From an optimization exercise on the open Yosys and OpenROAD flow, aimed at small area and a short achievable clock period; shortcuts taken in it are not production practice.
The RTL was checked by simulation tests, not by an equivalence proof against the original design.
Power figures rest on the tool's default switching activity, not on a simulated workload.

== job 7081 ==
// pam4_link
module pam4_link (
    input  logic        clk,
    input  logic        rstn,
    input  logic        symbol_valid,
    input  logic [1:0]  symbol,
    input  logic [5:0]  noise,
    output logic        sample_valid,
    output logic [7:0]  sample_level,
    output logic        decision_valid,
    output logic [1:0]  decision_symbol
);
Size in the first run: ~23 I/O pins.
==> flow/config.mk <==
export PLATFORM = sky130hd
export DESIGN_NAME = pam4_link
export DESIGN_NICKNAME = pam4_link
export VERILOG_FILES = /design/flow/design.v
export SDC_FILE = /design/flow/constraint.sdc
export NUM_CORES = 4
export LEC_CHECK = 0
export CAP_MARGIN = 20
export CORE_AREA = 2.5 2.5 62.5 62.5
export DIE_AREA = 0 0 65 65
export SLEW_MARGIN = 20
==> flow/constraint.sdc <==
create_clock -name core_clock -period 13.0 [get_ports {clk}]
set_input_delay 2.6000 -clock core_clock [delete_from_list [all_inputs] [get_ports {clk}]]
set_output_delay 2.6000 -clock core_clock [all_outputs]
set_load 0.01 [all_outputs]
standard.sh (not shown) runs the stock make flow with config.mk's settings and CLKGATE_MAP_FILE= SYNTH_SCRIPT=/design/flow/synth_recipe.tcl, a recipe that flattens the netlist after the stock synthesis.
==> flow/flow/run.sh <==
#!/bin/bash
# Own layout flow: the standard flow (standard.sh) with three changes.
#  1. The technology-mapping abc call of the standard synthesis script uses flow/map.abc,
#     an area-oriented mapping script, instead of ORFS's abc script. Everything else in
#     synthesis (registers, their names and cells, flattening, renaming) is the standard flow's own.
#  2. No half/full adder cell extraction: abc maps all combinational logic.
#  3. Port buffers are plain buf_1 cells rather than the delay cells buffer_ports picks.
# The make output goes to make_finish.log; ORFS keeps each tool's log under orfs/logs.
set -euo pipefail
WORK=$(pwd)
FLOWDIR=$(cd "$(dirname "${BASH_SOURCE[0]}")" && pwd)
export OWN_ABC_SCRIPT=$FLOWDIR/map.abc
{
  echo 'proc abc {args} {'
  echo '  set i [lsearch -exact $args -script]'
  echo '  if {$i >= 0} { lset args [expr {$i + 1}] $::env(OWN_ABC_SCRIPT) }'
  echo '  yosys abc {*}$args'
  echo '}'
  cat "$WORK/synth_recipe.tcl"
} > "$WORK/own_synth.tcl"
export CTS_ARGS="-sink_clustering_enable -repair_clock_nets -dont_use_dummy_load"
export BUFFER_PORTS_ARGS="-inputs -outputs -buffer_cell sky130_fd_sc_hd__buf_1"
bash standard.sh SYNTH_SCRIPT="$WORK/own_synth.tcl" ADDER_MAP_FILE= SETUP_SLACK_MARGIN=9.12 finish > make_finish.log 2>&1
==> flow/flow/map.abc <==
strash
dch
map -D 900
topo
Job 7081: all stages complete, timing, DRC and antenna checks passed
What job 9014 does differently from job 7081 at the input level:
Settings: DIE_AREA no longer set, was 0 0 65 65; CORE_UTILIZATION now 40, previously not set; CORE_MARGIN now 2, previously not set; CORE_AREA no longer set, was 2.5 2.5 62.5 62.5.
diff --git a/flow/flow/run.sh b/flow/flow/run.sh
--- a/flow/flow/run.sh
+++ b/flow/flow/run.sh
@@ -20,4 +20,3 @@
 } > "$WORK/own_synth.tcl"
-export CTS_ARGS="-sink_clustering_enable -repair_clock_nets -dont_use_dummy_load"
 export BUFFER_PORTS_ARGS="-inputs -outputs -buffer_cell sky130_fd_sc_hd__buf_1"
-bash standard.sh SYNTH_SCRIPT="$WORK/own_synth.tcl" ADDER_MAP_FILE= SETUP_SLACK_MARGIN=9.12 finish > make_finish.log 2>&1
+bash standard.sh SYNTH_SCRIPT="$WORK/own_synth.tcl" ADDER_MAP_FILE= SETUP_SLACK_MARGIN=9.6 finish > make_finish.log 2>&1
==> flow/flow/map.abc <==
strash
dch
amap
topo
[summary]
- Changes observed in job 9014 relative to job 7081: starting density of the core went up, post-route met1 wirelength went up, post-route standard cell area excluding fillers went up, die height went down, sequential fraction of design power went down.
- Measured against job 7081, the die area of job 9014 comes out at 0.60 times the reference value.
- Setup slack ends up lower on job 9014.
- Worst-case vdd ir drop: job 9014 vs job 7081 up about 70%
Input-level comparison between job 7522 and job 9014:
diff --git a/flow/flow/run.sh b/flow/flow/run.sh
--- a/flow/flow/run.sh
+++ b/flow/flow/run.sh
@@ -20,3 +20,4 @@
 } > "$WORK/own_synth.tcl"
+export CTS_ARGS="-sink_clustering_enable -repair_clock_nets -dont_use_dummy_load -sink_clustering_size 30 -buf_list sky130_fd_sc_hd__clkbuf_4 -root_buf sky130_fd_sc_hd__clkbuf_4"
 export BUFFER_PORTS_ARGS="-inputs -outputs -buffer_cell sky130_fd_sc_hd__buf_1"
-bash standard.sh SYNTH_SCRIPT="$WORK/own_synth.tcl" ADDER_MAP_FILE= SETUP_SLACK_MARGIN=9.6 finish > make_finish.log 2>&1
+bash standard.sh SYNTH_SCRIPT="$WORK/own_synth.tcl" ADDER_MAP_FILE= finish > make_finish.log 2>&1
## What came out
Timing, DRC, antenna: 0 failures across job 7522 and job 9014
The power per cell area reported for job 7522 is greater than that of job 9014 by 10%.
Compared with job 9014, in job 7522 cell area -30%; power in sequential cells ~0 delta; global-route wire length before repair -about 14%.
Job 7522 — clock tree skew after final layout 0.012 ns higher, job 9014 as reference
Edits applied to the flow inputs when going from job 7522 to job 6691:
Settings: DIE_AREA now 0 0 65 65, previously not set; CORE_UTILIZATION no longer set, was 40; CORE_MARGIN no longer set, was 2; CORE_AREA now 2.5 2.5 62.5 62.5, previously not set.
diff --git a/flow/flow/run.sh b/flow/flow/run.sh
--- a/flow/flow/run.sh
+++ b/flow/flow/run.sh
@@ -20,4 +20,4 @@
 } > "$WORK/own_synth.tcl"
-export CTS_ARGS="-sink_clustering_enable -repair_clock_nets -dont_use_dummy_load -sink_clustering_size 30 -buf_list sky130_fd_sc_hd__clkbuf_4 -root_buf sky130_fd_sc_hd__clkbuf_4"
+export CTS_ARGS="-sink_clustering_enable -repair_clock_nets -dont_use_dummy_load"
 export BUFFER_PORTS_ARGS="-inputs -outputs -buffer_cell sky130_fd_sc_hd__buf_1"
-bash standard.sh SYNTH_SCRIPT="$WORK/own_synth.tcl" ADDER_MAP_FILE= finish > make_finish.log 2>&1
+bash standard.sh SYNTH_SCRIPT="$WORK/own_synth.tcl" ADDER_MAP_FILE= SETUP_SLACK_MARGIN=9.18 finish > make_finish.log 2>&1
==> flow/flow/map.abc <==
strash
dch
map -D 900
topo
## What came out
- Re reported max-cap violation count: no difference whatsoever between job 7522 and job 6691.
- Looking only at count of placed standard cells including taps, and setting everything else aside, the lower value of job 6691 and job 7522 goes to job 7522.
- Job 6691 vs job 7522 on layout multi-input combinational cell count: job 6691 is the higher one.
- Sequential share of layout area: lower on job 6691
- Diff job 6691 and job 7522: routed length on met1 higher in job 6691
- Comparing job 6691 and job 7522, the higher fill cell total of the finished layout is on job 6691.
- Post-route core utilization: job 6691 vs job 7522 down 16 points
- Overall power consumption in job 6691 vs job 7522: up about 4.3%
- Going from job 7522 to job 6691, met2 routing resource usage after global routing shrank by 10 points, post-layout instance area went up by 12%, leakage component of the power rose about 20%.


Setup of cedar:
Starting RTL as in the previous note.
clock: 13.0 ns
lec_check: 0
cap_margin: 20
core_area: 2.5 2.5 62.5 62.5
die_area: 0 0 65 65
place_density: 0.35
slew_margin: 20
==> flow/flow/run.sh <==
#!/bin/bash
# Own layout flow: the standard flow (standard.sh), run whole, with these changes.
#  1. Synthesis is the standard script (synth_recipe.tcl) except for its technology-mapping
#     abc call, which runs flow/map.abc (strash; dch; map -D 900) instead of ORFS's abc script.
#     Registers, their names and cells, flattening and renaming are the standard synthesis's.
#  2. No half/full adder cell extraction (ADDER_MAP_FILE empty): abc maps all the logic.
#  3. Port buffers are buf_1 cells rather than the delay cells buffer_ports picks by default.
#  4. CTS without dummy loads (-dont_use_dummy_load); otherwise ORFS's default CTS arguments.
#  5. repair_timing aims for a setup margin of 9.1 ns (SETUP_SLACK_MARGIN), so it also sizes
#     up the few gates on the slowest input-to-register paths. The SDC and clock period are
#     the standard flow's, unchanged.
# The make output goes to make_finish.log; ORFS keeps each tool's own log under orfs/logs.
set -euo pipefail
WORK=$(pwd)
FLOWDIR=$(cd "$(dirname "${BASH_SOURCE[0]}")" && pwd)
export OWN_ABC_SCRIPT=$FLOWDIR/map.abc
{
  echo 'proc abc {args} {'
  echo '  set i [lsearch -exact $args -script]'
  echo '  if {$i >= 0} { lset args [expr {$i + 1}] $::env(OWN_ABC_SCRIPT) }'
  echo '  yosys abc {*}$args'
  echo '}'
  cat "$WORK/synth_recipe.tcl"
} > "$WORK/own_synth.tcl"
export CTS_ARGS="-sink_clustering_enable -repair_clock_nets -dont_use_dummy_load"
export BUFFER_PORTS_ARGS="-inputs -outputs -buffer_cell sky130_fd_sc_hd__buf_1"
bash standard.sh SYNTH_SCRIPT="$WORK/own_synth.tcl" ADDER_MAP_FILE= SETUP_SLACK_MARGIN=9.1 finish > make_finish.log 2>&1
==> flow/flow/map.abc <==
strash
dch
map -D 900
topo
Changes in fjord relative to cedar:
Settings: PLACE_DENSITY removed (was 0.35); DIE_AREA removed (was 0 0 65 65); CORE_MARGIN newly set to 2; CORE_AREA removed (was 2.5 2.5 62.5 62.5); CORE_UTILIZATION newly set to 40.
==> flow/flow/run.sh <==
#!/bin/bash
# Own layout flow: the standard flow (standard.sh) with three changes.
#  1. The technology-mapping abc call of the standard synthesis script uses flow/map.abc,
#     an area-oriented mapping script, instead of ORFS's abc script. Everything else in
#     synthesis (registers, their names and cells, flattening, renaming) is the standard flow's own.
#  2. No half/full adder cell extraction: abc maps all combinational logic.
#  3. Port buffers are plain buf_1 cells rather than the delay cells buffer_ports picks.
# The make output goes to make_finish.log; ORFS keeps each tool's log under orfs/logs.
set -euo pipefail
WORK=$(pwd)
FLOWDIR=$(cd "$(dirname "${BASH_SOURCE[0]}")" && pwd)
export OWN_ABC_SCRIPT=$FLOWDIR/map.abc
{
  echo 'proc abc {args} {'
  echo '  set i [lsearch -exact $args -script]'
  echo '  if {$i >= 0} { lset args [expr {$i + 1}] $::env(OWN_ABC_SCRIPT) }'
  echo '  yosys abc {*}$args'
  echo '}'
  cat "$WORK/synth_recipe.tcl"
} > "$WORK/own_synth.tcl"
export BUFFER_PORTS_ARGS="-inputs -outputs -buffer_cell sky130_fd_sc_hd__buf_1"
bash standard.sh SYNTH_SCRIPT="$WORK/own_synth.tcl" ADDER_MAP_FILE= finish > make_finish.log 2>&1
==> flow/flow/map.abc <==
strash
dch
map -a
topo
Findings:
fjord reports a lower cell row count than cedar does.
Met3 usage in global routing (fjord over cedar): decrease, 1.4 points
fjord vs. cedar: minimum clock period rose 0.63 ns, number of cell instances on the worst register-to-register path moved up.
Between cedar and fjord, the final cell area excluding filler cells is lower for fjord.
Compared with cedar, placement density in the core of fjord is higher.
Compared with cedar, via count in fjord decreased by a few percent.
Diff cedar -> fjord | total power | up slightly
For the number of logic inverters in the finished layout, fjord came in 35% higher than cedar did.
Looking only at first-pass GRT wire length, and setting everything else aside, the higher value of cedar and fjord goes to cedar.
On fjord: switching power is about 1.3% lower than what cedar gave.
Here is what was changed in the inputs of violet compared with fjord.
Settings: DIE_AREA: unset -> 0 0 65 65; CORE_UTILIZATION: 40 -> unset; CORE_MARGIN: 2 -> unset; CORE_AREA: unset -> 2.5 2.5 62.5 62.5.
-- flow/flow/run.sh --
<<< fjord, line 21
>>> violet, line 21
export CTS_ARGS="-sink_clustering_enable -repair_clock_nets -dont_use_dummy_load"
<<< fjord, line 22
bash standard.sh SYNTH_SCRIPT="$WORK/own_synth.tcl" ADDER_MAP_FILE= finish > make_finish.log 2>&1
>>> violet, line 23
bash standard.sh SYNTH_SCRIPT="$WORK/own_synth.tcl" ADDER_MAP_FILE= SETUP_SLACK_MARGIN=9.15 finish > make_finish.log 2>&1
==> flow/flow/map.abc <==
strash
dch
map -D 900
topo
==> summary.txt <==
Worst setup slack delta (violet − fjord): favourable. fjord vs violet, top cell class by occupied area: flip-flops and latches vs multi-input gates. fjord -> violet: count of final max-slew check failures delta 0, exact match. On sequential share of cell area, the higher figure sits with fjord, not violet. violet ended with less maximum number of pins on one net before global-route repair than fjord. Post-synthesis cell count of violet exceeds that of fjord slightly.
## Diff of input files: pepper against violet
-- flow/flow/run.sh --
<<< violet, line 23
bash standard.sh SYNTH_SCRIPT="$WORK/own_synth.tcl" ADDER_MAP_FILE= SETUP_SLACK_MARGIN=9.15 finish > make_finish.log 2>&1
>>> pepper, line 23
bash standard.sh SYNTH_SCRIPT="$WORK/own_synth.tcl" ADDER_MAP_FILE= SETUP_SLACK_MARGIN=9.1 finish > make_finish.log 2>&1
==> flow/flow/map.abc <==
&get -n
&st
&dch -f
&nf -D 900 -R 100
&put
topo
### Flow results
Diff violet -> pepper: count of multi-input combinational gates down about 6.4%; internal power summed over all cells up 3.4 uW. Result: PASS for each of violet and pepper. Going from violet to pepper, shortest period the worst path allows rose 0.18 ns; final critical-path setup slack fell 0.18 ns. Re share of total power in combinational logic: pepper is 1.4 points up on violet.
--- input diff pepper..sierra ---
==> flow/flow/map.abc <==
&get -n
&st
&dch
&nf -D 900
&put
topo
==> summary.txt <==
- Sequential fraction of design power: sierra and pepper compared, higher one is pepper
- sierra: post-synthesis cell area about 3.7% above pepper
- The xor and xnor fraction of the mapped netlist area number comes out higher for pepper vs sierra.
- Measured against pepper, the number of vias in the routed layout of sierra comes out at 1.14 times the reference value.

==> port drivers added, routing unchanged <==
In the flow no input, the clock included, has a driving cell. The finished layouts below were timed again as built, in two steps.
Step 1 (the two cells are an assumption about what drives the block):
set clk [get_ports {clk}]
set_driving_cell -lib_cell sky130_fd_sc_hd__clkbuf_16 $clk
set_driving_cell -lib_cell sky130_fd_sc_hd__buf_2 [delete_from_list [all_inputs] $clk]
Step 2 also shifts input and output timing later by t, the mid clock arrival at the registers, as if the neighbouring blocks saw the same clock.
a / b / c = ideal / step 1 / step 2; a / b = the first two.
run	t (ns)	setup slack, ns	slew at the worst register clock pin (ns)	worst slew at a driven data input, ns	pins driven straight from the clock port
job 7081	0.288	9.268 / 9.263 / 8.974	0.08 / 0.08	0.03	1
job 9014	0.290	8.928 / 8.905 / 8.614	0.09 / 0.09	0.05	1
job 7522	0.285	8.512 / 8.510 / 8.225	0.09 / 0.09	0.03	1
job 6691	0.289	9.308 / 9.302 / 9.013	0.08 / 0.08	0.03	1
cedar	0.294	9.198 / 9.199 / 8.905	0.08 / 0.08	0.03	1
fjord	0.284	8.567 / 8.566 / 8.281	0.08 / 0.08	0.03	1
violet	0.289	9.308 / 9.302 / 9.013	0.08 / 0.08	0.03	1
pepper	0.290	9.129 / 9.116 / 8.826	0.08 / 0.08	0.05	1
sierra	0.283	8.948 / 8.933 / 8.650	0.08 / 0.08	0.05	1
After both steps setup and hold are still met in every run listed. The setup slack of job 9014, which loses most, moves by -0.023 ns with the drivers and by -0.314 ns with both steps.
